This is an optimization exercise on Yosys and OpenROAD, whose aim is small area, a short achievable clock period and few clock cycles per item, not a production implementation.
No run shown here included a check of the RTL's function; only the layout flow was run.
No activity file was given, so power comes from the tool's default toggle rates.

File: design/flow/config.mk
export PLATFORM = sky130hd
export DESIGN_NAME = softmax_normalizer
export DESIGN_NICKNAME = softmax_normalizer
export VERILOG_FILES = /design/flow/design.v
export SDC_FILE = /design/flow/constraint.sdc
export NUM_CORES = 4
export LEC_CHECK = 0
export ABC_CLOCK_PERIOD_IN_PS = 3000
export CAP_MARGIN = 20
export CELL_PAD_IN_SITES_DETAIL_PLACEMENT = 1
export CORE_MARGIN = 2
export CORE_UTILIZATION = 40
export CTS_BUF_LIST = sky130_fd_sc_hd__clkbuf_16
export CTS_CLUSTER_DIAMETER = 80
export CTS_CLUSTER_SIZE = 20
export PLACE_DENSITY = 0.45
export SLEW_MARGIN = 20
File: design/flow/constraint.sdc
create_clock -name core_clock -period 11.0 [get_ports {i_clk}]
set_input_delay 2.2000 -clock core_clock [delete_from_list [all_inputs] [get_ports {i_clk}]]
set_output_delay 2.2000 -clock core_clock [all_outputs]
set_load 0.01 [all_outputs]
File: design/flow/design.v
package softmax_pkg;
    typedef enum logic [1:0] {
        ST_IDLE     = 2'd0,
        ST_WAIT_SUM = 2'd1,
        ST_DIV      = 2'd2,
        ST_SCALE    = 2'd3
    } state_e;
    localparam int unsigned IN_FRAC    = 12;
    localparam int unsigned SUM_FRAC   = 26;
    localparam int unsigned RECIP_FRAC = 16;
    localparam int unsigned OUT_FRAC   = 15;
    localparam int unsigned PROD_SHIFT = IN_FRAC + RECIP_FRAC - OUT_FRAC;
    localparam int unsigned SAT_EXP    = 10;
    localparam int unsigned SAT_THRESH = 1 << SAT_EXP;
endpackage
module recip_divider
#(
    parameter int unsigned SUM_W   = 32,
    parameter int unsigned RECIP_W = 32
) (
    input  logic               i_clk,
    input  logic               i_rst_n,
    input  logic               i_start,
    input  logic [SUM_W-1:0]   i_sum,
    input  logic               i_take,
    input  logic               i_abort,
    output logic               o_free,
    output logic               o_ready,
    output logic [RECIP_W-1:0] o_recip,
    output logic               o_sat
);
    logic        norm_q;      
    logic        run_q;       
    logic [31:0] div_q;
    logic [31:0] rem_q;
    logic [32:0] quot_q;
    logic        sat_q;
    logic        sat_n;
    logic [32:0] pfx;         
    logic [31:0] hsb;         
    logic [31:0] rem_init;
    logic [32:0] quot_init;
    logic [32:0] trial;
    logic [32:0] diff;
    logic        ge;
    always_comb begin
        sat_n = (div_q[31:11] == '0) && (!div_q[10] || (div_q[9:0] == '0));
        pfx[32] = 1'b0;
        for (int i = 31; i >= 0; i--) pfx[i] = pfx[i+1] | div_q[i];
        for (int i = 0; i < 32; i++) hsb[i] = div_q[i] & ~pfx[i+1];
        rem_init = '0;
        for (int i = 10; i < 31; i++) rem_init[i] = hsb[i+1];
        rem_init[10] = rem_init[10] | ~pfx[11];
        quot_init = '0;
        for (int i = 0; i <= 20; i++) quot_init[i] = hsb[i+11];
        quot_init[0] = quot_init[0] | ~pfx[11];
        trial = {rem_q, 1'b0};
        diff  = trial - {1'b0, div_q};
        ge    = ~diff[32];
    end
    always_ff @(posedge i_clk or negedge i_rst_n) begin
        if (!i_rst_n) begin
            norm_q <= 1'b0;
            run_q  <= 1'b0;
        end else begin
            norm_q <= i_start;
            if (i_abort) begin
                norm_q <= 1'b0;
                run_q  <= 1'b0;
            end else if (norm_q)
                run_q <= 1'b1;
            else if (i_take)
                run_q <= 1'b0;
        end
    end
    always_ff @(posedge i_clk) begin
        if (!norm_q && !run_q)
            div_q <= i_sum;
        rem_q <= norm_q ? rem_init : (ge ? diff[31:0] : trial[31:0]);
        if (norm_q) begin
            quot_q <= sat_n ? {1'b1, 32'hFFFF_FFFF} : quot_init;
            sat_q  <= sat_n;
        end else if (!quot_q[32]) begin
            quot_q <= {quot_q[31:0], ge};
        end
    end
    assign o_free  = !norm_q && !run_q;
    assign o_ready = run_q && quot_q[32];
    assign o_recip = quot_q[31:0];
    assign o_sat   = sat_q;
endmodule
module softmax_normalizer
#(
    parameter int unsigned N             = 32,
    parameter int unsigned IN_BIT_WIDTH  = 16,
    parameter int unsigned SUM_BIT_WIDTH = 32,
    parameter int unsigned RECIP_W       = 32,
    parameter int unsigned OUT_BIT_WIDTH = 16
) (
    input  logic                        i_clk,
    input  logic                        i_rst_n,
    input  logic                        i_vec_valid,
    output logic                        o_vec_ready,
    input  logic [IN_BIT_WIDTH*N-1:0]   i_data,
    input  logic                        i_sum_valid,
    input  logic [SUM_BIT_WIDTH-1:0]    i_sum,
    output logic                        o_valid,
    input  logic                        i_ready,
    output logic [OUT_BIT_WIDTH-1:0]    o_prob,
    output logic [$clog2(N)-1:0]        o_idx,
    output logic                        o_last,
    output logic                        o_busy,
    output logic                        o_recip_sat
);
    localparam int unsigned IDX_W = $clog2(N);
    logic [IN_BIT_WIDTH-1:0] xb_q [N];
    localparam int unsigned NG = 4;         
    localparam int unsigned GS = N / NG;
    logic [NG-1:0]           gfull_q;       
    logic                    full_q;        
    logic                    xb_new_q;      
    logic [IDX_W-1:0]        rd_q;          
    logic                    vready_q;      
    logic                    full_d, sk_v_d;
    logic                    accept;
    logic [7:0]              xa1_q;         
    logic [6:0]              xa2_q, xa3_q;
    logic                    xa_v_q;
    logic                    xa_wait_q;     
    logic [28:0]             cs0_q, cs1_q;
    logic [5:0]              cs_ovf_q;      
    logic                    cs_hi_q;       
    logic                    cs_rs_q;       
    logic                    cs_v_q;
    logic [OUT_BIT_WIDTH-1:0] prob_q, sk_prob_q;
    logic                    out_rs_q, sk_rs_q;
    logic                    out_v_q, sk_v_q;
    logic [IDX_W-1:0]        idx_q;
    logic [1:0]              nvec_q;
    logic                    last_q;        
    logic                    busy_q;        
    logic [RECIP_W-1:0]      r_q;           
    logic [RECIP_W+1:0]      r3_q;          
    logic                    rs_q;
    logic                    r_next_q;      
    logic                    stall, push, xfer, xfer_last, out_take;
    logic                    cs_free, xa_go, xa_free;
    logic                    rd_go, byp_go, new0, r_load, has_r;
    logic [IN_BIT_WIDTH-1:0] rd_data, xa_raw;
    logic [7:0]              xa1_d;
    logic [6:0]              xa2_d, xa3_d;
    logic [28:0]             row0, row1;
    logic [5:0]              povf;
    logic                    phi;
    logic [OUT_BIT_WIDTH-1:0] prob_n;
    logic                    offer_q;       
    logic                    pend_q;        
    logic                    sum_offer, sum_later, abort;
    logic                    div_start, div_free, div_ready;
    logic [RECIP_W-1:0]      div_recip;
    logic                    div_sat;
    assign accept      = i_vec_valid & vready_q;
    assign o_vec_ready = vready_q;
    assign sum_offer = i_vec_valid & i_sum_valid & ~offer_q;
    assign sum_later = pend_q & i_sum_valid;
    assign div_start = div_free & (sum_offer | sum_later);
    assign abort     = accept & offer_q & ~i_sum_valid;
    recip_divider #(
        .SUM_W   (SUM_BIT_WIDTH),
        .RECIP_W (RECIP_W)
    ) u_div (
        .i_clk   (i_clk),
        .i_rst_n (i_rst_n),
        .i_start (div_start),
        .i_sum   (i_sum),
        .i_take  (r_load),
        .i_abort (abort),
        .o_free  (div_free),
        .o_ready (div_ready),
        .o_recip (div_recip),
        .o_sat   (div_sat)
    );
    always_comb begin
        stall     = out_v_q & sk_v_q;
        push      = cs_v_q & ~stall;
        cs_free   = ~cs_v_q | ~stall;
        xa_go     = xa_v_q & ~xa_wait_q & cs_free;
        xa_free   = ~xa_v_q | xa_go;
        rd_go     = full_q & xa_free;
        byp_go    = accept;
        new0      = accept;
        r_load    = div_ready & (~full_q | xb_new_q) & (xa_free | xa_wait_q);
        has_r     = ~abort & (r_next_q | r_load);
        full_d    = accept | (full_q & ~(rd_go & (rd_q == IDX_W'(N - 1))));
        sk_v_d    = push ? (out_v_q & (~i_ready | sk_v_q)) : (sk_v_q & ~i_ready);
        xfer      = out_v_q & i_ready;
        xfer_last = xfer & last_q;
        out_take  = ~out_v_q | i_ready;
        rd_data = xb_q[rd_q];
        xa_raw  = full_q ? rd_data : i_data[IN_BIT_WIDTH-1:0];
        for (int i = 0; i < 7; i++) begin
            xa1_d[i] = ~xa_raw[15] &  xa_raw[2*i] & ~xa_raw[2*i+1];
            xa2_d[i] = ~xa_raw[15] & ~xa_raw[2*i] &  xa_raw[2*i+1];
            xa3_d[i] = ~xa_raw[15] &  xa_raw[2*i] &  xa_raw[2*i+1];
        end
        xa1_d[7] = ~xa_raw[15] & xa_raw[14];
    end
    softmax_mul_s1 u_s1 (
        .i_s1   (xa1_q),
        .i_s2   (xa2_q),
        .i_s3   (xa3_q),
        .i_r    (r_q),
        .i_r3   (r3_q),
        .o_row0 (row0),
        .o_row1 (row1),
        .o_ovf  (povf),
        .o_sat  (phi)
    );
    softmax_mul_s2 u_s2 (
        .i_row0 (cs0_q),
        .i_row1 (cs1_q),
        .i_ovf  (cs_ovf_q),
        .i_sat  (cs_hi_q),
        .o_prob (prob_n)
    );
    always_ff @(posedge i_clk) begin
        for (int i = 1; i < int'(N); i++)
            if (~gfull_q[i / GS])
                xb_q[i] <= i_data[i*IN_BIT_WIDTH +: IN_BIT_WIDTH];
        if (xa_free) begin
            xa1_q <= xa1_d;
            xa2_q <= xa2_d;
            xa3_q <= xa3_d;
        end
        if (r_load) begin
            r_q  <= div_recip;
            r3_q <= {2'b00, div_recip} + {1'b0, div_recip, 1'b0};
            rs_q <= div_sat;
        end
        if (cs_free) begin
            cs0_q    <= row0;
            cs1_q    <= row1;
            cs_ovf_q <= povf;
            cs_hi_q  <= phi;
            cs_rs_q  <= rs_q;
        end
        if (push) begin
            sk_prob_q <= prob_n;
            sk_rs_q   <= cs_rs_q;
        end
        if (out_take) begin
            prob_q   <= sk_v_q ? sk_prob_q : prob_n;
            out_rs_q <= sk_v_q ? sk_rs_q : cs_rs_q;
        end
        if (~full_q)
            rd_q <= IDX_W'(1);
        else if (rd_go)
            rd_q <= rd_q + 1'b1;
    end
    always_ff @(posedge i_clk or negedge i_rst_n) begin
        if (!i_rst_n) begin
            full_q    <= 1'b0;
            gfull_q   <= '0;
            vready_q  <= 1'b1;
            xb_new_q  <= 1'b0;
            xa_v_q    <= 1'b0;
            xa_wait_q <= 1'b0;
            r_next_q  <= 1'b0;
            cs_v_q    <= 1'b0;
            out_v_q   <= 1'b0;
            sk_v_q    <= 1'b0;
            idx_q     <= '0;
            last_q    <= 1'b0;
            nvec_q    <= '0;
            busy_q    <= 1'b0;
            offer_q   <= 1'b0;
            pend_q    <= 1'b0;
        end else begin
            full_q   <= full_d;
            vready_q <= ~full_d & ~sk_v_d;
            if (accept) begin
                gfull_q  <= '1;
            end else if (rd_go) begin
                for (int g = 0; g < int'(NG); g++)
                    if (rd_q == IDX_W'(g*GS + GS - 1))
                        gfull_q[g] <= 1'b0;
            end
            if (accept)
                xb_new_q <= ~has_r;
            else if (r_load)
                xb_new_q <= 1'b0;
            if (xa_free)
                xa_v_q <= rd_go | byp_go;
            if (new0) begin
                xa_wait_q <= ~has_r;
                r_next_q  <= 1'b0;
            end else if (r_load) begin
                if (xa_wait_q)
                    xa_wait_q <= 1'b0;
                else
                    r_next_q  <= 1'b1;
            end
            if (cs_free)
                cs_v_q <= xa_go;
            if (out_take)
                out_v_q <= sk_v_q | push;
            sk_v_q <= sk_v_d;
            if (xfer) begin
                idx_q  <= idx_q + 1'b1;
                last_q <= (idx_q == IDX_W'(N - 2));
            end
            nvec_q <= nvec_q + {1'b0, accept} - {1'b0, xfer_last};
            busy_q <= (nvec_q + {1'b0, accept} - {1'b0, xfer_last}) != 2'd0;
            if (accept)
                offer_q <= 1'b0;
            else if (div_start && sum_offer)
                offer_q <= 1'b1;
            if (accept)
                pend_q <= ~i_sum_valid;
            else if (sum_later)
                pend_q <= 1'b0;
        end
    end
    assign o_valid     = out_v_q;
    assign o_prob      = prob_q;
    assign o_idx       = idx_q;
    assign o_last      = last_q;
    assign o_busy      = busy_q;
    assign o_recip_sat = out_rs_q;
endmodule
module softmax_mul_s1 (
    input  logic [7:0]  i_s1,     
    input  logic [6:0]  i_s2,     
    input  logic [6:0]  i_s3,     
    input  logic [31:0] i_r,
    input  logic [33:0] i_r3,     
    output logic [28:0] o_row0,
    output logic [28:0] o_row1,
    output logic [5:0]  o_ovf,   
    output logic        o_sat    
);
    logic [33:0] r1, r2;
    logic [33:0] h1, h2, h3;    
    logic [33:0] v [8];
    logic [28:0] pp0;
    logic [26:0] pp1;
    logic [24:0] pp2;
    logic [22:0] pp3;
    logic [20:0] pp4;
    logic [18:0] pp5;
    logic [16:0] pp6;
    logic [14:0] pp7;
    logic        hi;
    always_comb begin
        r1 = {2'b00, i_r};
        r2 = {1'b0, i_r, 1'b0};
        for (int i = 0; i < 8; i++)
            v[i] = (r1 & {34{i_s1[i]}})
                 | (i < 7 ? (r2 & {34{i_s2[i < 7 ? i : 0]}}) | (i_r3 & {34{i_s3[i < 7 ? i : 0]}}) : 34'd0);
        h1 = '0; h2 = '0; h3 = '0;
        h1[29] = |r1[33:29]; h2[29] = |r2[33:29]; h3[29] = |i_r3[33:29];
        h1[27] = |r1[33:27]; h2[27] = |r2[33:27]; h3[27] = |i_r3[33:27];
        h1[25] = |r1[33:25]; h2[25] = |r2[33:25]; h3[25] = |i_r3[33:25];
        h1[23] = |r1[33:23]; h2[23] = |r2[33:23]; h3[23] = |i_r3[33:23];
        h1[21] = |r1[33:21]; h2[21] = |r2[33:21]; h3[21] = |i_r3[33:21];
        h1[19] = |r1[33:19]; h2[19] = |r2[33:19]; h3[19] = |i_r3[33:19];
        h1[17] = |r1[33:17]; h2[17] = |r2[33:17]; h3[17] = |i_r3[33:17];
        h1[15] = |r1[33:15]; h2[15] = |r2[33:15]; h3[15] = |i_r3[33:15];
    end
    assign hi = |{(i_s1[0] & h1[29]), (i_s2[0] & h2[29]), (i_s3[0] & h3[29]), (i_s1[1] & h1[27]), (i_s2[1] & h2[27]), (i_s3[1] & h3[27]), (i_s1[2] & h1[25]), (i_s2[2] & h2[25]), (i_s3[2] & h3[25]), (i_s1[3] & h1[23]), (i_s2[3] & h2[23]), (i_s3[3] & h3[23]), (i_s1[4] & h1[21]), (i_s2[4] & h2[21]), (i_s3[4] & h3[21]), (i_s1[5] & h1[19]), (i_s2[5] & h2[19]), (i_s3[5] & h3[19]), (i_s1[6] & h1[17]), (i_s2[6] & h2[17]), (i_s3[6] & h3[17]), (i_s1[7] & h1[15])};
    assign pp0 = v[0][28:0];
    assign pp1 = v[1][26:0];
    assign pp2 = v[2][24:0];
    assign pp3 = v[3][22:0];
    assign pp4 = v[4][20:0];
    assign pp5 = v[5][18:0];
    assign pp6 = v[6][16:0];
    assign pp7 = v[7][14:0];
    wire hs1 = pp0[12] ^ pp1[10];
    wire hc2 = pp0[12] & pp1[10];
    wire fs3 = pp0[13] ^ pp1[11] ^ pp2[9];
    wire fc4 = (pp0[13] & pp1[11]) | (pp0[13] & pp2[9]) | (pp1[11] & pp2[9]);
    wire fs5 = pp0[14] ^ pp1[12] ^ pp2[10];
    wire fc6 = (pp0[14] & pp1[12]) | (pp0[14] & pp2[10]) | (pp1[12] & pp2[10]);
    wire hs7 = pp3[8] ^ pp4[6];
    wire hc8 = pp3[8] & pp4[6];
    wire fs9 = pp0[15] ^ pp1[13] ^ pp2[11];
    wire fc10 = (pp0[15] & pp1[13]) | (pp0[15] & pp2[11]) | (pp1[13] & pp2[11]);
    wire fs11 = pp3[9] ^ pp4[7] ^ pp5[5];
    wire fc12 = (pp3[9] & pp4[7]) | (pp3[9] & pp5[5]) | (pp4[7] & pp5[5]);
    wire fs13 = pp0[16] ^ pp1[14] ^ pp2[12];
    wire fc14 = (pp0[16] & pp1[14]) | (pp0[16] & pp2[12]) | (pp1[14] & pp2[12]);
    wire fs15 = pp3[10] ^ pp4[8] ^ pp5[6];
    wire fc16 = (pp3[10] & pp4[8]) | (pp3[10] & pp5[6]) | (pp4[8] & pp5[6]);
    wire fs17 = pp0[17] ^ pp1[15] ^ pp2[13];
    wire fc18 = (pp0[17] & pp1[15]) | (pp0[17] & pp2[13]) | (pp1[15] & pp2[13]);
    wire fs19 = pp3[11] ^ pp4[9] ^ pp5[7];
    wire fc20 = (pp3[11] & pp4[9]) | (pp3[11] & pp5[7]) | (pp4[9] & pp5[7]);
    wire fs21 = pp0[18] ^ pp1[16] ^ pp2[14];
    wire fc22 = (pp0[18] & pp1[16]) | (pp0[18] & pp2[14]) | (pp1[16] & pp2[14]);
    wire fs23 = pp3[12] ^ pp4[10] ^ pp5[8];
    wire fc24 = (pp3[12] & pp4[10]) | (pp3[12] & pp5[8]) | (pp4[10] & pp5[8]);
    wire fs25 = pp0[19] ^ pp1[17] ^ pp2[15];
    wire fc26 = (pp0[19] & pp1[17]) | (pp0[19] & pp2[15]) | (pp1[17] & pp2[15]);
    wire fs27 = pp3[13] ^ pp4[11] ^ pp5[9];
    wire fc28 = (pp3[13] & pp4[11]) | (pp3[13] & pp5[9]) | (pp4[11] & pp5[9]);
    wire fs29 = pp0[20] ^ pp1[18] ^ pp2[16];
    wire fc30 = (pp0[20] & pp1[18]) | (pp0[20] & pp2[16]) | (pp1[18] & pp2[16]);
    wire fs31 = pp3[14] ^ pp4[12] ^ pp5[10];
    wire fc32 = (pp3[14] & pp4[12]) | (pp3[14] & pp5[10]) | (pp4[12] & pp5[10]);
    wire fs33 = pp0[21] ^ pp1[19] ^ pp2[17];
    wire fc34 = (pp0[21] & pp1[19]) | (pp0[21] & pp2[17]) | (pp1[19] & pp2[17]);
    wire fs35 = pp3[15] ^ pp4[13] ^ pp5[11];
    wire fc36 = (pp3[15] & pp4[13]) | (pp3[15] & pp5[11]) | (pp4[13] & pp5[11]);
    wire fs37 = pp0[22] ^ pp1[20] ^ pp2[18];
    wire fc38 = (pp0[22] & pp1[20]) | (pp0[22] & pp2[18]) | (pp1[20] & pp2[18]);
    wire fs39 = pp3[16] ^ pp4[14] ^ pp5[12];
    wire fc40 = (pp3[16] & pp4[14]) | (pp3[16] & pp5[12]) | (pp4[14] & pp5[12]);
    wire fs41 = pp0[23] ^ pp1[21] ^ pp2[19];
    wire fc42 = (pp0[23] & pp1[21]) | (pp0[23] & pp2[19]) | (pp1[21] & pp2[19]);
    wire fs43 = pp3[17] ^ pp4[15] ^ pp5[13];
    wire fc44 = (pp3[17] & pp4[15]) | (pp3[17] & pp5[13]) | (pp4[15] & pp5[13]);
    wire fs45 = pp0[24] ^ pp1[22] ^ pp2[20];
    wire fc46 = (pp0[24] & pp1[22]) | (pp0[24] & pp2[20]) | (pp1[22] & pp2[20]);
    wire fs47 = pp3[18] ^ pp4[16] ^ pp5[14];
    wire fc48 = (pp3[18] & pp4[16]) | (pp3[18] & pp5[14]) | (pp4[16] & pp5[14]);
    wire fs49 = pp0[25] ^ pp1[23] ^ pp2[21];
    wire fc50 = (pp0[25] & pp1[23]) | (pp0[25] & pp2[21]) | (pp1[23] & pp2[21]);
    wire fs51 = pp3[19] ^ pp4[17] ^ pp5[15];
    wire fc52 = (pp3[19] & pp4[17]) | (pp3[19] & pp5[15]) | (pp4[17] & pp5[15]);
    wire fs53 = pp0[26] ^ pp1[24] ^ pp2[22];
    wire fc54 = (pp0[26] & pp1[24]) | (pp0[26] & pp2[22]) | (pp1[24] & pp2[22]);
    wire fs55 = pp3[20] ^ pp4[18] ^ pp5[16];
    wire fc56 = (pp3[20] & pp4[18]) | (pp3[20] & pp5[16]) | (pp4[18] & pp5[16]);
    wire fs57 = pp0[27] ^ pp1[25] ^ pp2[23];
    wire fc58 = (pp0[27] & pp1[25]) | (pp0[27] & pp2[23]) | (pp1[25] & pp2[23]);
    wire fs59 = pp3[21] ^ pp4[19] ^ pp5[17];
    wire fc60 = (pp3[21] & pp4[19]) | (pp3[21] & pp5[17]) | (pp4[19] & pp5[17]);
    wire fs61 = pp0[28] ^ pp1[26] ^ pp2[24];
    wire fc62 = (pp0[28] & pp1[26]) | (pp0[28] & pp2[24]) | (pp1[26] & pp2[24]);
    wire fs63 = pp3[22] ^ pp4[20] ^ pp5[18];
    wire fc64 = (pp3[22] & pp4[20]) | (pp3[22] & pp5[18]) | (pp4[20] & pp5[18]);
    wire hs65 = pp0[8] ^ pp1[6];
    wire hc66 = pp0[8] & pp1[6];
    wire fs67 = pp0[9] ^ pp1[7] ^ pp2[5];
    wire fc68 = (pp0[9] & pp1[7]) | (pp0[9] & pp2[5]) | (pp1[7] & pp2[5]);
    wire fs69 = pp0[10] ^ pp1[8] ^ pp2[6];
    wire fc70 = (pp0[10] & pp1[8]) | (pp0[10] & pp2[6]) | (pp1[8] & pp2[6]);
    wire hs71 = pp3[4] ^ pp4[2];
    wire hc72 = pp3[4] & pp4[2];
    wire fs73 = pp0[11] ^ pp1[9] ^ pp2[7];
    wire fc74 = (pp0[11] & pp1[9]) | (pp0[11] & pp2[7]) | (pp1[9] & pp2[7]);
    wire fs75 = pp3[5] ^ pp4[3] ^ pp5[1];
    wire fc76 = (pp3[5] & pp4[3]) | (pp3[5] & pp5[1]) | (pp4[3] & pp5[1]);
    wire fs77 = hs1 ^ pp2[8] ^ pp3[6];
    wire fc78 = (hs1 & pp2[8]) | (hs1 & pp3[6]) | (pp2[8] & pp3[6]);
    wire fs79 = pp4[4] ^ pp5[2] ^ pp6[0];
    wire fc80 = (pp4[4] & pp5[2]) | (pp4[4] & pp6[0]) | (pp5[2] & pp6[0]);
    wire fs81 = hc2 ^ fs3 ^ pp3[7];
    wire fc82 = (hc2 & fs3) | (hc2 & pp3[7]) | (fs3 & pp3[7]);
    wire fs83 = pp4[5] ^ pp5[3] ^ pp6[1];
    wire fc84 = (pp4[5] & pp5[3]) | (pp4[5] & pp6[1]) | (pp5[3] & pp6[1]);
    wire fs85 = fc4 ^ fs5 ^ hs7;
    wire fc86 = (fc4 & fs5) | (fc4 & hs7) | (fs5 & hs7);
    wire fs87 = pp5[4] ^ pp6[2] ^ pp7[0];
    wire fc88 = (pp5[4] & pp6[2]) | (pp5[4] & pp7[0]) | (pp6[2] & pp7[0]);
    wire fs89 = fc6 ^ hc8 ^ fs9;
    wire fc90 = (fc6 & hc8) | (fc6 & fs9) | (hc8 & fs9);
    wire fs91 = fs11 ^ pp6[3] ^ pp7[1];
    wire fc92 = (fs11 & pp6[3]) | (fs11 & pp7[1]) | (pp6[3] & pp7[1]);
    wire fs93 = fc10 ^ fc12 ^ fs13;
    wire fc94 = (fc10 & fc12) | (fc10 & fs13) | (fc12 & fs13);
    wire fs95 = fs15 ^ pp6[4] ^ pp7[2];
    wire fc96 = (fs15 & pp6[4]) | (fs15 & pp7[2]) | (pp6[4] & pp7[2]);
    wire fs97 = fc14 ^ fc16 ^ fs17;
    wire fc98 = (fc14 & fc16) | (fc14 & fs17) | (fc16 & fs17);
    wire fs99 = fs19 ^ pp6[5] ^ pp7[3];
    wire fc100 = (fs19 & pp6[5]) | (fs19 & pp7[3]) | (pp6[5] & pp7[3]);
    wire fs101 = fc18 ^ fc20 ^ fs21;
    wire fc102 = (fc18 & fc20) | (fc18 & fs21) | (fc20 & fs21);
    wire fs103 = fs23 ^ pp6[6] ^ pp7[4];
    wire fc104 = (fs23 & pp6[6]) | (fs23 & pp7[4]) | (pp6[6] & pp7[4]);
    wire fs105 = fc22 ^ fc24 ^ fs25;
    wire fc106 = (fc22 & fc24) | (fc22 & fs25) | (fc24 & fs25);
    wire fs107 = fs27 ^ pp6[7] ^ pp7[5];
    wire fc108 = (fs27 & pp6[7]) | (fs27 & pp7[5]) | (pp6[7] & pp7[5]);
    wire fs109 = fc26 ^ fc28 ^ fs29;
    wire fc110 = (fc26 & fc28) | (fc26 & fs29) | (fc28 & fs29);
    wire fs111 = fs31 ^ pp6[8] ^ pp7[6];
    wire fc112 = (fs31 & pp6[8]) | (fs31 & pp7[6]) | (pp6[8] & pp7[6]);
    wire fs113 = fc30 ^ fc32 ^ fs33;
    wire fc114 = (fc30 & fc32) | (fc30 & fs33) | (fc32 & fs33);
    wire fs115 = fs35 ^ pp6[9] ^ pp7[7];
    wire fc116 = (fs35 & pp6[9]) | (fs35 & pp7[7]) | (pp6[9] & pp7[7]);
    wire fs117 = fc34 ^ fc36 ^ fs37;
    wire fc118 = (fc34 & fc36) | (fc34 & fs37) | (fc36 & fs37);
    wire fs119 = fs39 ^ pp6[10] ^ pp7[8];
    wire fc120 = (fs39 & pp6[10]) | (fs39 & pp7[8]) | (pp6[10] & pp7[8]);
    wire fs121 = fc38 ^ fc40 ^ fs41;
    wire fc122 = (fc38 & fc40) | (fc38 & fs41) | (fc40 & fs41);
    wire fs123 = fs43 ^ pp6[11] ^ pp7[9];
    wire fc124 = (fs43 & pp6[11]) | (fs43 & pp7[9]) | (pp6[11] & pp7[9]);
    wire fs125 = fc42 ^ fc44 ^ fs45;
    wire fc126 = (fc42 & fc44) | (fc42 & fs45) | (fc44 & fs45);
    wire fs127 = fs47 ^ pp6[12] ^ pp7[10];
    wire fc128 = (fs47 & pp6[12]) | (fs47 & pp7[10]) | (pp6[12] & pp7[10]);
    wire fs129 = fc46 ^ fc48 ^ fs49;
    wire fc130 = (fc46 & fc48) | (fc46 & fs49) | (fc48 & fs49);
    wire fs131 = fs51 ^ pp6[13] ^ pp7[11];
    wire fc132 = (fs51 & pp6[13]) | (fs51 & pp7[11]) | (pp6[13] & pp7[11]);
    wire fs133 = fc50 ^ fc52 ^ fs53;
    wire fc134 = (fc50 & fc52) | (fc50 & fs53) | (fc52 & fs53);
    wire fs135 = fs55 ^ pp6[14] ^ pp7[12];
    wire fc136 = (fs55 & pp6[14]) | (fs55 & pp7[12]) | (pp6[14] & pp7[12]);
    wire fs137 = fc54 ^ fc56 ^ fs57;
    wire fc138 = (fc54 & fc56) | (fc54 & fs57) | (fc56 & fs57);
    wire fs139 = fs59 ^ pp6[15] ^ pp7[13];
    wire fc140 = (fs59 & pp6[15]) | (fs59 & pp7[13]) | (pp6[15] & pp7[13]);
    wire fs141 = fc58 ^ fc60 ^ fs61;
    wire fc142 = (fc58 & fc60) | (fc58 & fs61) | (fc60 & fs61);
    wire fs143 = fs63 ^ pp6[16] ^ pp7[14];
    wire fc144 = (fs63 & pp6[16]) | (fs63 & pp7[14]) | (pp6[16] & pp7[14]);
    wire hs145 = pp0[6] ^ pp1[4];
    wire hc146 = pp0[6] & pp1[4];
    wire fs147 = pp0[7] ^ pp1[5] ^ pp2[3];
    wire fc148 = (pp0[7] & pp1[5]) | (pp0[7] & pp2[3]) | (pp1[5] & pp2[3]);
    wire fs149 = hs65 ^ pp2[4] ^ pp3[2];
    wire fc150 = (hs65 & pp2[4]) | (hs65 & pp3[2]) | (pp2[4] & pp3[2]);
    wire fs151 = hc66 ^ fs67 ^ pp3[3];
    wire fc152 = (hc66 & fs67) | (hc66 & pp3[3]) | (fs67 & pp3[3]);
    wire fs153 = fc68 ^ fs69 ^ hs71;
    wire fc154 = (fc68 & fs69) | (fc68 & hs71) | (fs69 & hs71);
    wire fs155 = fc70 ^ hc72 ^ fs73;
    wire fc156 = (fc70 & hc72) | (fc70 & fs73) | (hc72 & fs73);
    wire fs157 = fc74 ^ fc76 ^ fs77;
    wire fc158 = (fc74 & fc76) | (fc74 & fs77) | (fc76 & fs77);
    wire fs159 = fc78 ^ fc80 ^ fs81;
    wire fc160 = (fc78 & fc80) | (fc78 & fs81) | (fc80 & fs81);
    wire fs161 = fc82 ^ fc84 ^ fs85;
    wire fc162 = (fc82 & fc84) | (fc82 & fs85) | (fc84 & fs85);
    wire fs163 = fc86 ^ fc88 ^ fs89;
    wire fc164 = (fc86 & fc88) | (fc86 & fs89) | (fc88 & fs89);
    wire fs165 = fc90 ^ fc92 ^ fs93;
    wire fc166 = (fc90 & fc92) | (fc90 & fs93) | (fc92 & fs93);
    wire fs167 = fc94 ^ fc96 ^ fs97;
    wire fc168 = (fc94 & fc96) | (fc94 & fs97) | (fc96 & fs97);
    wire fs169 = fc98 ^ fc100 ^ fs101;
    wire fc170 = (fc98 & fc100) | (fc98 & fs101) | (fc100 & fs101);
    wire fs171 = fc102 ^ fc104 ^ fs105;
    wire fc172 = (fc102 & fc104) | (fc102 & fs105) | (fc104 & fs105);
    wire fs173 = fc106 ^ fc108 ^ fs109;
    wire fc174 = (fc106 & fc108) | (fc106 & fs109) | (fc108 & fs109);
    wire fs175 = fc110 ^ fc112 ^ fs113;
    wire fc176 = (fc110 & fc112) | (fc110 & fs113) | (fc112 & fs113);
    wire fs177 = fc114 ^ fc116 ^ fs117;
    wire fc178 = (fc114 & fc116) | (fc114 & fs117) | (fc116 & fs117);
    wire fs179 = fc118 ^ fc120 ^ fs121;
    wire fc180 = (fc118 & fc120) | (fc118 & fs121) | (fc120 & fs121);
    wire fs181 = fc122 ^ fc124 ^ fs125;
    wire fc182 = (fc122 & fc124) | (fc122 & fs125) | (fc124 & fs125);
    wire fs183 = fc126 ^ fc128 ^ fs129;
    wire fc184 = (fc126 & fc128) | (fc126 & fs129) | (fc128 & fs129);
    wire fs185 = fc130 ^ fc132 ^ fs133;
    wire fc186 = (fc130 & fc132) | (fc130 & fs133) | (fc132 & fs133);
    wire fs187 = fc134 ^ fc136 ^ fs137;
    wire fc188 = (fc134 & fc136) | (fc134 & fs137) | (fc136 & fs137);
    wire fs189 = fc138 ^ fc140 ^ fs141;
    wire fc190 = (fc138 & fc140) | (fc138 & fs141) | (fc140 & fs141);
    wire hs191 = pp0[4] ^ pp1[2];
    wire hc192 = pp0[4] & pp1[2];
    wire fs193 = pp0[5] ^ pp1[3] ^ pp2[1];
    wire fc194 = (pp0[5] & pp1[3]) | (pp0[5] & pp2[1]) | (pp1[3] & pp2[1]);
    wire fs195 = hs145 ^ pp2[2] ^ pp3[0];
    wire fc196 = (hs145 & pp2[2]) | (hs145 & pp3[0]) | (pp2[2] & pp3[0]);
    wire fs197 = hc146 ^ fs147 ^ pp3[1];
    wire fc198 = (hc146 & fs147) | (hc146 & pp3[1]) | (fs147 & pp3[1]);
    wire fs199 = fc148 ^ fs149 ^ pp4[0];
    wire fc200 = (fc148 & fs149) | (fc148 & pp4[0]) | (fs149 & pp4[0]);
    wire fs201 = fc150 ^ fs151 ^ pp4[1];
    wire fc202 = (fc150 & fs151) | (fc150 & pp4[1]) | (fs151 & pp4[1]);
    wire fs203 = fc152 ^ fs153 ^ pp5[0];
    wire fc204 = (fc152 & fs153) | (fc152 & pp5[0]) | (fs153 & pp5[0]);
    wire fs205 = fc154 ^ fs155 ^ fs75;
    wire fc206 = (fc154 & fs155) | (fc154 & fs75) | (fs155 & fs75);
    wire fs207 = fc156 ^ fs157 ^ fs79;
    wire fc208 = (fc156 & fs157) | (fc156 & fs79) | (fs157 & fs79);
    wire fs209 = fc158 ^ fs159 ^ fs83;
    wire fc210 = (fc158 & fs159) | (fc158 & fs83) | (fs159 & fs83);
    wire fs211 = fc160 ^ fs161 ^ fs87;
    wire fc212 = (fc160 & fs161) | (fc160 & fs87) | (fs161 & fs87);
    wire fs213 = fc162 ^ fs163 ^ fs91;
    wire fc214 = (fc162 & fs163) | (fc162 & fs91) | (fs163 & fs91);
    wire fs215 = fc164 ^ fs165 ^ fs95;
    wire fc216 = (fc164 & fs165) | (fc164 & fs95) | (fs165 & fs95);
    wire fs217 = fc166 ^ fs167 ^ fs99;
    wire fc218 = (fc166 & fs167) | (fc166 & fs99) | (fs167 & fs99);
    wire fs219 = fc168 ^ fs169 ^ fs103;
    wire fc220 = (fc168 & fs169) | (fc168 & fs103) | (fs169 & fs103);
    wire fs221 = fc170 ^ fs171 ^ fs107;
    wire fc222 = (fc170 & fs171) | (fc170 & fs107) | (fs171 & fs107);
    wire fs223 = fc172 ^ fs173 ^ fs111;
    wire fc224 = (fc172 & fs173) | (fc172 & fs111) | (fs173 & fs111);
    wire fs225 = fc174 ^ fs175 ^ fs115;
    wire fc226 = (fc174 & fs175) | (fc174 & fs115) | (fs175 & fs115);
    wire fs227 = fc176 ^ fs177 ^ fs119;
    wire fc228 = (fc176 & fs177) | (fc176 & fs119) | (fs177 & fs119);
    wire fs229 = fc178 ^ fs179 ^ fs123;
    wire fc230 = (fc178 & fs179) | (fc178 & fs123) | (fs179 & fs123);
    wire fs231 = fc180 ^ fs181 ^ fs127;
    wire fc232 = (fc180 & fs181) | (fc180 & fs127) | (fs181 & fs127);
    wire fs233 = fc182 ^ fs183 ^ fs131;
    wire fc234 = (fc182 & fs183) | (fc182 & fs131) | (fs183 & fs131);
    wire fs235 = fc184 ^ fs185 ^ fs135;
    wire fc236 = (fc184 & fs185) | (fc184 & fs135) | (fs185 & fs135);
    wire fs237 = fc186 ^ fs187 ^ fs139;
    wire fc238 = (fc186 & fs187) | (fc186 & fs139) | (fs187 & fs139);
    wire fs239 = fc188 ^ fs189 ^ fs143;
    wire fc240 = (fc188 & fs189) | (fc188 & fs143) | (fs189 & fs143);
    assign o_row0 = {fc238, fc236, fc234, fc232, fc230, fc228, fc226, fc224, fc222, fc220, fc218, fc216, fc214, fc212, fc210, fc208, fc206, fc204, fc202, fc200, fc198, fc196, fc194, hc192, hs191, pp0[3], pp0[2], pp0[1], pp0[0]};
    assign o_row1 = {fs239, fs237, fs235, fs233, fs231, fs229, fs227, fs225, fs223, fs221, fs219, fs217, fs215, fs213, fs211, fs209, fs207, fs205, fs203, fs201, fs199, fs197, fs195, fs193, pp2[0], pp1[1], pp1[0], 1'b0, 1'b0};
    assign o_ovf = {fc62, fc64, fc142, fc144, fc190, fc240};
    assign o_sat = hi;
endmodule
module softmax_mul_s2 (
    input  logic [28:0] i_row0,
    input  logic [28:0] i_row1,
    input  logic [5:0]  i_ovf,
    input  logic        i_sat,
    output logic [15:0] o_prob
);
    logic [28:0] a, b;
    logic [29:0] s;
    logic sat;
    assign a = {i_row0[28], i_row0[27], i_row0[26], i_row0[25], i_row0[24], i_row0[23], i_row0[22], i_row0[21], i_row0[20], i_row0[19], i_row0[18], i_row0[17], i_row0[16], i_row0[15], i_row0[14], i_row0[13], i_row0[12], i_row0[11], i_row0[10], i_row0[9], i_row0[8], i_row0[7], i_row0[6], i_row0[5], i_row0[4], i_row0[3], i_row0[2], i_row0[1], i_row0[0]};
    assign b = {i_row1[28], i_row1[27], i_row1[26], i_row1[25], i_row1[24], i_row1[23], i_row1[22], i_row1[21], i_row1[20], i_row1[19], i_row1[18], i_row1[17], i_row1[16], i_row1[15], i_row1[14], i_row1[13], i_row1[12], i_row1[11], i_row1[10], i_row1[9], i_row1[8], i_row1[7], i_row1[6], i_row1[5], i_row1[4], i_row1[3], i_row1[2], 1'b0, 1'b0};
    assign s = {1'b0, a} + {1'b0, b};
    assign sat = i_sat | (|i_ovf) | s[29];
    assign o_prob = sat ? 16'hFFFF : s[28:13];
endmodule
File: design/flow/flow/run.sh
#!/bin/bash
# The standard layout (the standard.sh, standard synthesis unchanged), with
#  - every input and output port buffered by the smallest buffer (buf_1)
#    instead of the tool's default pick; the resizer still upsizes any port
#    buffer that needs more drive;
#  - repair_timing asked for a setup margin of 7.5 ns, so that it keeps
#    sizing and buffering paths until they are 7.5 ns inside the 11 ns clock.
# The SDC (clock period, I/O delays, loads) is the standard flow's, unchanged.
set -euo pipefail
export BUFFER_PORTS_ARGS="-buffer_cell sky130_fd_sc_hd__buf_1"
export SETUP_SLACK_MARGIN=7.5
bash standard.sh > make.log 2>&1
File: design/flow/standard.sh
#!/bin/bash
# synth_recipe.tcl (not shown) runs the flow's synth.tcl, then flattens the netlist and writes it again
# the make line also repeats each setting of config.mk as NAME=value (left out here)
make -C /OpenROAD-flow-scripts/flow DESIGN_CONFIG=/design/flow/config.mk WORK_HOME=/design/flow/orfs CLKGATE_MAP_FILE= SYNTH_SCRIPT=/design/flow/synth_recipe.tcl "${@:-finish}"
==> metrics.yaml, run 1 <==
finish:
  design.final.nets: 4283
  drive_above_1_share: 0.112
  final_common_cell: "sky130_fd_sc_hd__edfxtp_1"
  area.growth.synth_to_final_pct: 17.7
  n_fill_cell: 10107
  layout.cells.most_common_list: "sky130_fd_sc_hd__edfxtp_1, sky130_fd_sc_hd__buf_1, sky130_fd_sc_hd__inv_1"
critical_path:
  timing_worst_setup_path_type: "reg -> reg"
  crit_start: "xa1_q[0]"
  critPathMostFrequentCell: "sky130_fd_sc_hd__fa_1"
  crit_arrival_ns: 3.95
  crit_path_max_fanout: 6
  crit_path_end_kind: "register"
  cp_cell_sequence: "buf_12, buf_4, a222oi_1, fa_1, inv_2, fa_1, inv_2, fa_1, inv_2, fa_1"
  reg2reg_from: "xa1_q[0]"
  reg2reg_slack_ns: 7.45
  critical_path.startpoint_type: "register"
  cp_data_required_time_ns: 11.40
  cp_slowest_cell: "sky130_fd_sc_hd__fa_1"
  max_stage_delay_ns: 0.48
timing:
  rsz0062_at_grt: "yes"
  tns_setup_ns: 0
  report.final.hold_viol_count: 0
  max_freq_mhz: 282
  timing.final.crit_share: 0.323
  worst_slew_pin_slew_ns: 1.22
  worst_clock_skew_ns: 0.0626
  slew_headroom: 0.185
  finalCriticalPeriod_ns: 3.55
  setup_violations: 0
  worst_slack_ns: 7.45
  finalMaxSlewViolations: 0
die:
  io_pins: 575
  floorplan.initialDensity: 0.403
  core_region_area_um2: 96400
  number_of_placement_rows: 114
  floorplan.die_area_um2: 99600
  die_w_um: 316
  dieHeight_um: 316
synthesis:
  synthCells: 2885
  postSynthAreaPerCell_um2: 13.5
  synth.ff_latch_count: 808
  async_reset_ff_frac: 0.0309
  synth.distinct_cells: 82
  synth.net_count: 3656
  mappedNetlistArea_um2: 38800
  synth-edff-count: 745
  flip_flop_cell_with_the_highest_count_after_synthesis: "sky130_fd_sc_hd__edfxtp_1"
  synth.yosys.seq_area_share: 0.612
  yosysWarnings: 21
clock_network:
  cts.sink_count: 808
  clock_tree_from_tritoncts: "built"
  clockRootBuffer: "sky130_fd_sc_hd__clkbuf_16"
  clock_tree.buffer_depth: 3
  clkSlewWorstSetupHoldPaths_ns: 0.09
  clkLatencyLatePin_ns: 0.70
  cts-buffers-inserted: 50
  post_cts_hold_buffer_count: 0
  htree_levels: 2
route:
  routed_wirelength_um: 156000
  detail_route.drc_violations: 0
  drt-pass1-iter-count: 12
  ant_nets: 0
  post_drt_via_cell_ratio: 6.05
  num_vias: 29246
  detailedRoute.firstIterationViolations: 3892
  detail_route.wl_per_cell_um: 32.3
placed_design:
  buffers_added_on_ports: 574
  place_worst_setup_slack_ns: 6.49
  post_dp_hpwl_um: 116000
  gp_congestion: 0.943
hold_path:
  worst_hold_path_type: "reg -> reg"
  hold_path.startpoint: "u_div.sat_q"
power_and_ir_drop:
  vdd_ir_drop_max_mv: 0.181
  power_density_nw_per_um2: 356
  leakage_power_figure_nw: 16.2
grt:
  vias_in_the_first_global_route: 30325
  track_usage: 0.308
  grt_first_pass_wirelength_um: 220000
  grt_start_max_net_pins: 87
  antenna_violations_before_repair: 34
  overflow: 0
run:
  drv.max_cap_violation_count: 0
status:
  run_status: "complete, no violations"
==> per-stage QoR <==
stage                     utilization  area [µm²]  instances  power [mW]  hold slack, ns
final                           0.474       45700       4832        16.3           0.460
after global routing            0.474       45700       4830        17.5           0.445
after CTS                       0.467       45000       4772        16.0           0.446
after detailed placement        0.439       42400       4617        13.6           0.406
after global placement          0.439       42400       4616        13.3           0.408
after floorplan                     -       38800       2885        10.8           0.400
==> critical path, delay by kind of cell (launching register included) <==
kind            cells  cell delay, ns
flops               1            0.47
compound gates      1            0.42
buf+inv             5            0.58
fa+ha+maj           4            1.76
==> Yosys cell counts, types with 5 or more instances <==
library cell	number	area share
sky130_fd_sc_hd__edfxtp_1	745	0.58
sky130_fd_sc_hd__inv_1	252	0.024
sky130_fd_sc_hd__a222oi_1	165	0.043
sky130_fd_sc_hd__nand2_1	165	0.016
sky130_fd_sc_hd__clkbuf_1	148	0.014
sky130_fd_sc_hd__fa_1	116	0.060
sky130_fd_sc_hd__ha_1	106	0.034
sky130_fd_sc_hd__a22oi_1	101	0.020
sky130_fd_sc_hd__a21oi_1	100	0.013
sky130_fd_sc_hd__nor2_1	97	0.0094
sky130_fd_sc_hd__o21ai_0	71	0.0092
sky130_fd_sc_hd__nand3_1	70	0.0090
sky130_fd_sc_hd__a221oi_1	52	0.012
sky130_fd_sc_hd__xnor2_1	50	0.011
sky130_fd_sc_hd__a22o_1	44	0.0099
sky130_fd_sc_hd__nand4_1	42	0.0068
sky130_fd_sc_hd__a21o_1	38	0.0073
sky130_fd_sc_hd__dfxtp_1	38	0.020
sky130_fd_sc_hd__and3_1	36	0.0058
sky130_fd_sc_hd__nor3_1	29	0.0037
sky130_fd_sc_hd__mux2_2	27	0.0078
sky130_fd_sc_hd__nand2b_1	25	0.0040
sky130_fd_sc_hd__dfrtp_1	24	0.015
sky130_fd_sc_hd__nor2b_1	24	0.0039
sky130_fd_sc_hd__o21a_1	20	0.0039
sky130_fd_sc_hd__xor2_1	19	0.0043
sky130_fd_sc_hd__a31oi_1	18	0.0029
sky130_fd_sc_hd__a211oi_1	16	0.0031
sky130_fd_sc_hd__and2_1	16	0.0026
sky130_fd_sc_hd__or3_1	16	0.0026
sky130_fd_sc_hd__or4_1	16	0.0031
sky130_fd_sc_hd__nor4_1	15	0.0024
sky130_fd_sc_hd__o211ai_1	14	0.0027
sky130_fd_sc_hd__buf_1	12	0.0012
sky130_fd_sc_hd__o311ai_0	12	0.0027
sky130_fd_sc_hd__a2111oi_0	10	0.0023
sky130_fd_sc_hd__nor3b_1	10	0.0019
sky130_fd_sc_hd__o21bai_1	10	0.0019
sky130_fd_sc_hd__mux2i_1	9	0.0023
sky130_fd_sc_hd__a32o_1	7	0.0018
sky130_fd_sc_hd__a32oi_1	7	0.0016
sky130_fd_sc_hd__o2111ai_1	7	0.0016
sky130_fd_sc_hd__a21boi_0	5	0.00097
sky130_fd_sc_hd__and4_1	5	0.0011
sky130_fd_sc_hd__o31ai_1	5	0.00097
==> sequential cells by signal, summed over array words and instances, names as in the netlist, 2 cells and up <==
register,count
cs0_q,27
cs1_q,27
cs_ovf_q,6
gfull_q,4
idx_q,5
nvec_q,2
prob_q,16
r3_q,33
r_q,32
rd_q,5
sk_prob_q,16
u_div.div_q,32
u_div.quot_q,33
u_div.rem_q,32
xa1_q,8
xa2_q,7
xa3_q,7
xb_q,496
==> per-layer routing <==
layer	routed length, µm	vias to the layer above	track usage
li1	-	12542	-
met1	64500	15042	0.410
met2	73300	1370	0.504
met3	12100	266	0.0649
met4	5950	26	0.101
met5	174	-	0
==> area by class of cell <==
class                      instances  area (µm²)  share of cell area
sequential                       808       23800               0.520
multi-input combinational       1661       14000               0.307
timing repair buffer             739        3750              0.0821
tap                             1276        1600              0.0349
clock buffer                      51        1280              0.0279
inverter                         252         963              0.0211
clock inverter                    31         270             0.00591
antenna                           14        35.0            0.000766
==> power by group <==
| part | internal, mW | leakage, nW | switching, mW |
|---|---|---|---|
| sequential | 4.93 | 7.52 | 0.555 |
| clock | 0.907 | 0.813 | 1.11 |
| combinational | 3.37 | 7.91 | 5.41 |
| total | 9.21 | 16.2 | 7.08 |
==> final timing paths <==
check,endpoint,depth (start not counted)
worst max-delay path,cs1_q[14],10
min in group asynchronous,sk_v_q,1
worst min register to register,rs_q,0
worst max register to register,cs1_q[14],10
max in group asynchronous,u_div.norm_q,1
worst min-delay path,rs_q,0
==> repair_timing <==
item	in CTS	in global routing
setup buffers	73	44
cloned	0	1
pin swaps	12	49
setup endpoints to repair	96	86
resized for setup	73	79
==> logic make-up after synthesis <==
| logic type | synth area share |
|---|---|
| adder cells (fa/ha/maj) | 0.0940 |
| AND/OR/NAND/NOR | 0.0761 |
| multiplexers | 0.0107 |
| XOR/XNOR | 0.0156 |
| buffers and inverters | 0.0409 |
| flip-flops | 0.612 |
| AO/OA/AOI/OAI | 0.151 |
==> run 2, diff against run 1 <==
--- a/design/flow/config.mk
+++ b/design/flow/config.mk
@@ -9,9 +9,6 @@
 export CAP_MARGIN = 20
 export CELL_PAD_IN_SITES_DETAIL_PLACEMENT = 1
 export CORE_MARGIN = 2
-export CORE_UTILIZATION = 40
-export CTS_BUF_LIST = sky130_fd_sc_hd__clkbuf_16
-export CTS_CLUSTER_DIAMETER = 80
-export CTS_CLUSTER_SIZE = 20
-export PLACE_DENSITY = 0.45
+export CORE_UTILIZATION = 55
+export PLACE_DENSITY = 0.62
 export SLEW_MARGIN = 20
==> metrics.yaml, run 2 <==
die:
  io_pins: 575  # unchanged
  die_w_um: 270  # -15%
  floorplan.initialDensity: 0.555  # +0.153
  number_of_placement_rows: 97  # -15%
  floorplan.die_area_um2: 72700  # -27%
  dieHeight_um: 270  # -15%
  core_region_area_um2: 69900  # -27%
critical_path:
  timing_worst_setup_path_type: "reg -> reg"
  crit_path_max_fanout: 28  # +22
  critical_path.startpoint_type: "register"
  crit_arrival_ns: 4.21  # +0.26 ns
  cp_data_required_time_ns: 11.50  # +0.10 ns
  crit_path_end_kind: "register"
synthesis:
  synth.distinct_cells: 82  # unchanged
  synth.yosys.seq_area_share: 0.612  # unchanged
  flip_flop_cell_with_the_highest_count_after_synthesis: "sky130_fd_sc_hd__edfxtp_1"
  synth_commonest_cells: "sky130_fd_sc_hd__edfxtp_1, sky130_fd_sc_hd__inv_1, sky130_fd_sc_hd__a222oi_1, sky130_fd_sc_hd__nand2_1, sky130_fd_sc_hd__clkbuf_1"
  synth_top_cell_area_share: 0.576  # unchanged
  library_cell_with_the_highest_instance_count_after_synthesis: "sky130_fd_sc_hd__edfxtp_1"
  postSynthAreaPerCell_um2: 13.5  # unchanged
  async_reset_ff_frac: 0.0309  # unchanged
  netlist.top_cell.by_area: "sky130_fd_sc_hd__edfxtp_1"
  mappedNetlistArea_um2: 38800  # unchanged
  yosysWarnings: 21  # unchanged
  synth-edff-count: 745  # unchanged
  synth.area.top_cells: "sky130_fd_sc_hd__edfxtp_1, sky130_fd_sc_hd__fa_1, sky130_fd_sc_hd__a222oi_1"
  synthCells: 2885  # unchanged
  synth.ff_latch_count: 808  # unchanged
  synth.net_count: 3656  # unchanged
finish:
  registers.top_by_ff_count: "xb_q"
  fin_util: 0.665  # +0.191
  final_common_cell: "sky130_fd_sc_hd__edfxtp_1"
  final-seq-area_um2: 23800  # about the same
  n_fill_cell: 6843  # -32%
  multiInputGateArea_um2: 13900  # -1.3%
  biggestRegsByFlops: "xb_q (496), r3_q (33), u_div.quot_q (33)"
  drive_above_1_share: 0.120  # +0.00822
  largest_register_ff_count: 496  # unchanged
  area.growth.synth_to_final_pct: 19.8
  design.final.nets: 4317  # +0.79%
  layout.cells.most_common_list: "sky130_fd_sc_hd__edfxtp_1, sky130_fd_sc_hd__buf_1, sky130_fd_sc_hd__inv_1"
timing:
  timing.final.crit_share: 0.338  # +0.0152
  finalCriticalPeriod_ns: 3.72  # +0.167 ns
  setup_violations: 0  # unchanged
  worst_slew_pin_slew_ns: 1.13  # -0.0919 ns
  worst_clock_skew_ns: 0.0526  # -0.0100 ns
  tns_setup_ns: 0  # unchanged
  finalMaxSlewViolations: 0  # unchanged
  max_freq_mhz: 269  # -4.5%
  slew_headroom: 0.246  # +0.0612
  report.final.hold_viol_count: 0  # unchanged
  rsz0062_at_grt: "yes"
route:
  detail_route.wl_per_cell_um: 34.2  # +5.9%
  drt-pass1-iter-count: 15  # +3
  ant_nets: 0  # unchanged
  detailedRoute.firstIterationViolations: 5784  # +49%
  num_vias: 31730  # +8.5%
  routed_wirelength_um: 157000  # +0.88%
  post_drt_via_cell_ratio: 6.89  # +14%
  detail_route.drc_violations: 0  # unchanged
clock_network:
  htree_levels: 3  # +1
  cts-buffers-inserted: 86  # +72%
  clock_tree_from_tritoncts: "built"
  clkLatencyLatePin_ns: 0.69  # about the same
  clkSlewWorstSetupHoldPaths_ns: 0.07  # -0.02 ns
  clockRootBuffer: "sky130_fd_sc_hd__clkbuf_16"
  cts.sink_count: 808  # unchanged
  post_cts_hold_buffer_count: 0  # unchanged
  clock_tree.buffer_depth: 3  # unchanged
power_and_ir_drop:
  power.switching_mw: 7.61  # +7.6%
  vdd_ir_drop_max_mv: 0.230  # +27%
  power_density_nw_per_um2: 380  # +6.7%
  combinational_cell_fraction_of_total_power: 0.512  # -0.027
  leakage_power_figure_nw: 16.8  # +3.3%
  switching_share: 0.430  # -0.00425
  intPower_mw: 10.1  # +9.5%
  power.share.sequential: 0.316  # -0.021
  portion_of_total_power_attributed_to_the_clock_network: 0.172  # +0.048
run:
  drv.max_cap_violation_count: 0  # unchanged
grt:
  overflow: 0  # unchanged
  grt.busiest_layer: "met2"
  globalRouteMet3Util: 0.119  # +0.0542
  grt_first_pass_wirelength_um: 221000  # +0.29%
  grt_start_max_net_pins: 80  # -8.0%
  use_met2: 0.664  # +0.160
  track_usage: 0.417  # +0.109
  vias_in_the_first_global_route: 32235  # +6.3%
  global_route.usage.met1: 0.522  # +0.112
  antenna_violations_before_repair: 52  # +53%
hold_path:
  worst_hold_path_type: "reg -> reg"
placed_design:
  gp_congestion: 1.01  # +6.9%
  post_dp_hpwl_um: 109000  # -5.6%
  buffers_added_on_ports: 574  # unchanged
status:
  run_status: "complete, no violations"
## run 2: cells by family (layout without fill, tap and decap cells)
logic type,Yosys count,in the layout,synth area share
simple gates,583,585,0.0761
mux,37,37,0.0107
buf+inv,417,1146,0.0409
other cells,0,48,0
flops,808,808,0.612
xor+xnor,69,69,0.0156
fa+ha+maj,222,222,0.0940
compound gates,749,749,0.151
## run 2: final timing paths
path	startpoint	endpoint	slack, ns	depth (start not counted)
setup / recovery	rd_q[3]	xa3_q[5]	7.28	12
hold / removal	u_div.sat_q	rs_q	0.44	0
setup reg to reg	rd_q[3]	xa3_q[5]	7.28	12
hold reg to reg	u_div.sat_q	rs_q	0.44	0
max in group asynchronous	i_rst_n	full_q	8.92	1
min in group asynchronous	i_rst_n	idx_q[2]	1.57	1
## run 2: power by group through the flow
stage / clock network, mW / logic [mW] / registers (mW)
after global placement: 0 / 7.17 / 5.78
after global routing: 3.16 / 9.79 / 5.62
after detailed placement: 0 / 7.82 / 5.81
after CTS: 3.05 / 8.46 / 5.58
final: 3.05 / 9.06 / 5.58
after floorplan: 0 / 5.46 / 5.30
## run 2: area by class of cell
type,instances,share of cell area
sequential,808,0.511
multi-input combinational,1662,0.298
timing repair buffer,736,0.0789
clock buffer,112,0.0494
tap,940,0.0253
inverter,252,0.0207
clock inverter,46,0.0141
antenna,48,0.00258
## run 2: routing by layer
metal / vias to the layer above / part of all wire / wire [µm]
met5: - / 0.00057 / 90
met4: 14 / 0.060 / 9450
met3: 587 / 0.13 / 20500
met2: 2734 / 0.46 / 73200
met1: 15716 / 0.34 / 54200
li1: 12679 / - / -
## run 2: per-stage QoR
stage / setup slack [ns] / instances / hold WS (ns) / cell area, µm² / total power [mW]
2_1_floorplan: 7.51 / 2885 / 0.400 / 38800 / 10.8
5_1_grt: 7.35 / 4595 / 0.448 / 46500 / 18.6
3_5_place_dp: 6.77 / 4277 / 0.406 / 41900 / 13.6
6_report: 7.28 / 4604 / 0.443 / 46500 / 17.7
4_1_cts: 7.45 / 4502 / 0.442 / 45700 / 17.1
3_3_place_gp: 6.65 / 4277 / 0.406 / 41900 / 13.0
## run 2: critical path, cell delays in order (launching register included)
cell,delay (ns)
sky130_fd_sc_hd__dfxtp_1,0.33
sky130_fd_sc_hd__buf_6,0.28
sky130_fd_sc_hd__nand2b_2,0.34
sky130_fd_sc_hd__nor2_2,0.08
sky130_fd_sc_hd__buf_4,0.27
sky130_fd_sc_hd__a222oi_1,0.52
sky130_fd_sc_hd__o21ai_1,0.27
sky130_fd_sc_hd__nor4_2,0.43
sky130_fd_sc_hd__nand4_1,0.23
sky130_fd_sc_hd__buf_4,0.21
sky130_fd_sc_hd__mux2i_4,0.29
sky130_fd_sc_hd__nand2_1,0.10
sky130_fd_sc_hd__nor2_1,0.19
## run 2: what timing repair did
| item | 4_1_cts | 5_1_grt |
|---|---|---|
| cloned | 0 | 2 |
| gates resized for setup | 57 | 55 |
| setup buffers | 67 | 51 |
| pin swaps | 5 | 47 |
| setup endpoints to repair | 92 | 84 |
==> run 3, diff against run 2 <==
==> design/flow/flow/run.sh (replaced) <==
#!/bin/bash
# The standard layout (the standard.sh, standard synthesis unchanged), with
#  - every input and output port buffered by the smallest buffer (buf_1)
#    instead of the tool's default pick; the resizer still upsizes any port
#    buffer that needs more drive;
#  - repair_timing asked for a setup margin of 8 ns, so that it keeps
#    sizing and buffering paths until they are 8 ns inside the 11 ns clock.
# The SDC (clock period, I/O delays, loads) is the standard flow's, unchanged.
set -euo pipefail
export BUFFER_PORTS_ARGS="-buffer_cell sky130_fd_sc_hd__buf_1"
export SETUP_SLACK_MARGIN=8.0
bash standard.sh > make.log 2>&1
--- a/design/flow/config.mk
+++ b/design/flow/config.mk
@@ -9,6 +9,6 @@
 export CAP_MARGIN = 20
 export CELL_PAD_IN_SITES_DETAIL_PLACEMENT = 1
 export CORE_MARGIN = 2
-export CORE_UTILIZATION = 55
-export PLACE_DENSITY = 0.62
+export CORE_UTILIZATION = 40
+export PLACE_DENSITY = 0.45
 export SLEW_MARGIN = 20
==> metrics.yaml, run 3 <==
synthesis:
  synth.yosys.seq_area_share: 0.612  # unchanged
  postSynthAreaPerCell_um2: 13.5  # unchanged
  mappedNetlistArea_um2: 38800  # unchanged
  flip_flop_cell_with_the_highest_count_after_synthesis: "sky130_fd_sc_hd__edfxtp_1"
  synth-edff-count: 745  # unchanged
  netlist.top_cell.by_area: "sky130_fd_sc_hd__edfxtp_1"
  synthCells: 2885  # unchanged
  synth.net_count: 3656  # unchanged
  synth.area.top_cells: "sky130_fd_sc_hd__edfxtp_1, sky130_fd_sc_hd__fa_1, sky130_fd_sc_hd__a222oi_1"
  async_reset_ff_frac: 0.0309  # unchanged
  synth_commonest_cells: "sky130_fd_sc_hd__edfxtp_1, sky130_fd_sc_hd__inv_1, sky130_fd_sc_hd__a222oi_1, sky130_fd_sc_hd__nand2_1, sky130_fd_sc_hd__clkbuf_1"
  synth.ff_latch_count: 808  # unchanged
  synth_top_cell_area_share: 0.576  # unchanged
  library_cell_with_the_highest_instance_count_after_synthesis: "sky130_fd_sc_hd__edfxtp_1"
  synth.distinct_cells: 82  # unchanged
  yosysWarnings: 21  # unchanged
power_and_ir_drop:
  leakage_power_figure_nw: 18.6  # +11%
  power.switching_mw: 8.16  # +7.2%
  vdd_ir_drop_max_mv: 0.168  # -27%
  intPower_mw: 11.1  # +11%
  combinational_cell_fraction_of_total_power: 0.553  # +0.041
  portion_of_total_power_attributed_to_the_clock_network: 0.156  # -0.016
  power_density_nw_per_um2: 378  # -0.63%
  switching_share: 0.423  # -0.00753
  power.share.sequential: 0.291  # -0.025
  power.total_mw: 19.3  # +9.1%
critical_path:
  cp_cell_sequence: "buf_6"
  reg2reg_from: "xa1_q[0]"
  crit_path_max_fanout: 2  # -93%
  max_stage_delay_ns: 0.57  # +0.05 ns
  worst_r2r_end: "cs1_q[13]"
  crit_path_end_kind: "output pin"
  timing.reg2reg.worst_path_depth: 9  # -3
  worst-path-buf-inv: 1  # -2
  cp_top_family: "flip-flops"
  cp_data_required_time_ns: 8.80  # -2.70 ns
  cp_slowest_cell: "sky130_fd_sc_hd__dfstp_2"
  crit_arrival_ns: 1.36  # -2.85 ns
  timing_worst_setup_path_type: "reg -> out"
  crit_start: "vready_q"
  critical_path.startpoint_type: "register"
  reg2reg_slack_ns: 7.52  # +0.24 ns
finish:
  largest_register_ff_count: 496  # unchanged
  registers.top_by_ff_count: "xb_q"
  design.final.nets: 4539  # +5.1%
  final_common_cell: "sky130_fd_sc_hd__edfxtp_1"
  n_fill_cell: 9849  # +44%
  layout.cells.most_common_list: "sky130_fd_sc_hd__edfxtp_1, sky130_fd_sc_hd__buf_1, sky130_fd_sc_hd__buf_4"
  biggestRegsByFlops: "xb_q (496), r3_q (33), u_div.quot_q (33)"
  drive_above_1_share: 0.245  # +0.125
  area.growth.synth_to_final_pct: 31.6
  instances_no_fill: 5130  # +11%
timing:
  report.final.hold_viol_count: 0  # unchanged
  timing.final.crit_share: 0.324  # -0.0142
  tns_setup_ns: 0  # unchanged
  worst_clock_skew_ns: 0.0449  # -0.00770 ns
  worst_slack_ns: 7.44  # +0.156 ns
  setup_violations: 0  # unchanged
  rsz0062_at_grt: "yes"
  worst_slew_pin_slew_ns: 1.13  # +0.00348 ns
  max_freq_mhz: 281  # +4.4%
  finalCriticalPeriod_ns: 3.56  # -0.156 ns
  slew_headroom: 0.244  # -0.00232
  finalMaxSlewViolations: 0  # unchanged
clock_network:
  clockRootBuffer: "sky130_fd_sc_hd__clkbuf_16"
  cts-buffers-inserted: 91  # +5.8%
  post_cts_hold_buffer_count: 0  # unchanged
  htree_levels: 3  # unchanged
  cts.sink_count: 808  # unchanged
  clock_tree.buffer_depth: 3  # unchanged
  clkLatencyLatePin_ns: 0.70  # about the same
  clkSlewWorstSetupHoldPaths_ns: 0.06  # about the same
  clock_tree_from_tritoncts: "built"
route:
  detail_route.drc_violations: 0  # unchanged
  detail_route.wl_per_cell_um: 32.7  # -4.3%
  drt-pass1-iter-count: 13  # -2
  routed_wirelength_um: 168000  # +6.6%
  detailedRoute.firstIterationViolations: 4032  # -30%
  num_vias: 31106  # -2.0%
  ant_nets: 0  # unchanged
  post_drt_via_cell_ratio: 6.06  # -12%
die:
  io_pins: 575  # unchanged
  floorplan.die_area_um2: 99600  # +37%
  number_of_placement_rows: 114  # +18%
  die_w_um: 316  # +17%
  floorplan.initialDensity: 0.403  # -0.153
  core_region_area_um2: 96400  # +38%
  dieHeight_um: 316  # +17%
hold_path:
  worst_hold_path_type: "reg -> reg"
  hold_path.startpoint: "rs_q"
  worstHoldPathCells: 0  # unchanged
  hold_path_end: "cs_rs_q"
grt:
  track_usage: 0.327  # -0.0902
  vias_in_the_first_global_route: 32121  # -0.35%
  grt_start_max_net_pins: 69  # -14%
  grt_first_pass_wirelength_um: 233000  # +5.2%
  overflow: 0  # unchanged
  antenna_violations_before_repair: 29  # -44%
placed_design:
  place_worst_setup_slack_ns: 6.67  # -0.109 ns
  post_dp_hpwl_um: 119000  # +9.1%
  buffers_added_on_ports: 574  # unchanged
  gp_congestion: 0.929  # -7.8%
  post_place_cells: 4621  # +8.0%
run:
  drv.max_cap_violation_count: 0  # unchanged
status:
  run_status: "complete, no violations"
==> run 3: kinds of logic after synthesis <==
kind of cell	Yosys count	share of synthesized area
AO/OA/AOI/OAI	749	0.151
XOR/XNOR	69	0.0156
adder cells (fa/ha/maj)	222	0.0940
buffers and inverters	417	0.0409
flip-flops	808	0.612
multiplexers	37	0.0107
AND/OR/NAND/NOR	583	0.0761
==> run 3: final cells by class <==
| cell class | count | area, µm² | share of cell area |
|---|---|---|---|
| antenna | 8 | 20.0 | 0.000392 |
| tap | 1276 | 1600 | 0.0313 |
| sequential | 808 | 23800 | 0.466 |
| multi-input combinational | 1666 | 15700 | 0.308 |
| clock inverter | 48 | 420 | 0.00823 |
| timing repair buffer | 949 | 6050 | 0.118 |
| clock buffer | 123 | 2510 | 0.0491 |
| inverter | 252 | 973 | 0.0191 |
==> run 3: through the flow <==
step,util,instance area (µm²),hold WS (ns)
floorplan,-,39300,0.400
global route,0.530,51100,0.455
detailed placement,0.441,42600,0.413
finish,0.530,51100,0.428
global placement,0.441,42500,0.424
CTS,0.510,49200,0.427
==> run 3: worst max path at each step <==
stage	endpoint	slack, ns	depth (start not counted)
after global routing	o_vec_ready	7.41	1
after CTS	o_vec_ready	7.42	1
after global placement	xa1_q[5]	6.78	9
final	o_vec_ready	7.44	1
after floorplan	busy_q	7.62	7
after detailed placement	xa1_q[5]	6.67	9
==> run 3: timing repair <==
item                                    4_1_cts  5_1_grt
gates resized for setup                     350      245
pin swaps                                   149      143
gates cloned                                  8        6
buffers inserted                            224       92
endpoints found under the setup margin      247      148
==> run 3: power by group through the flow <==
stage	logic [mW]	clock network [mW]	registers, mW
6_report	10.7	3.01	5.62
5_1_grt	11.7	3.16	5.68
4_1_cts	9.78	3.05	5.58
3_5_place_dp	7.94	0	5.86
3_3_place_gp	7.67	0	5.85
2_1_floorplan	5.60	0	5.28
==> run 3: per-layer routing <==
layer | part of all wire | wire length [µm] | track usage
met1 | 0.39 | 65800 | 0.425
met3 | 0.085 | 14300 | 0.0697
met5 | 0.0017 | 279 | 0
met2 | 0.47 | 79000 | 0.533
met4 | 0.050 | 8470 | 0.135

afterwards: timing with drivers on the ports:
How much do the figures lean on ideal ports? The routed layouts below were timed once more, with nothing changed but the port constraints. Step 1, drivers: a clkbuf_16 drives i_clk and a buf_2 each remaining input, both assumed. Step 2, shift: input delay + t, output delay - t, t = (earliest + latest rising clock arrival at the registers) / 2. This alone moves slack from input paths to output paths. Slacks: ideal ports / drivers / drivers and shift; pairs: ideal ports / drivers.
| run | t (ns) | setup WS [ns] | worst setup path at the end |
|---|---|---|---|
| run 1 | 0.744 | 7.450 / 7.395 / 7.131 | input to register |
| run 2 | 0.730 | 7.283 / 7.283 / 7.167 | input to register |
| run 3 | 0.746 | 7.439 / 7.366 / 7.244 | input to register |
After both steps setup and hold are still met in every run listed. The setup slack of run 1, which loses most, moves by -0.055 ns with the drivers and by -0.319 ns with both steps.
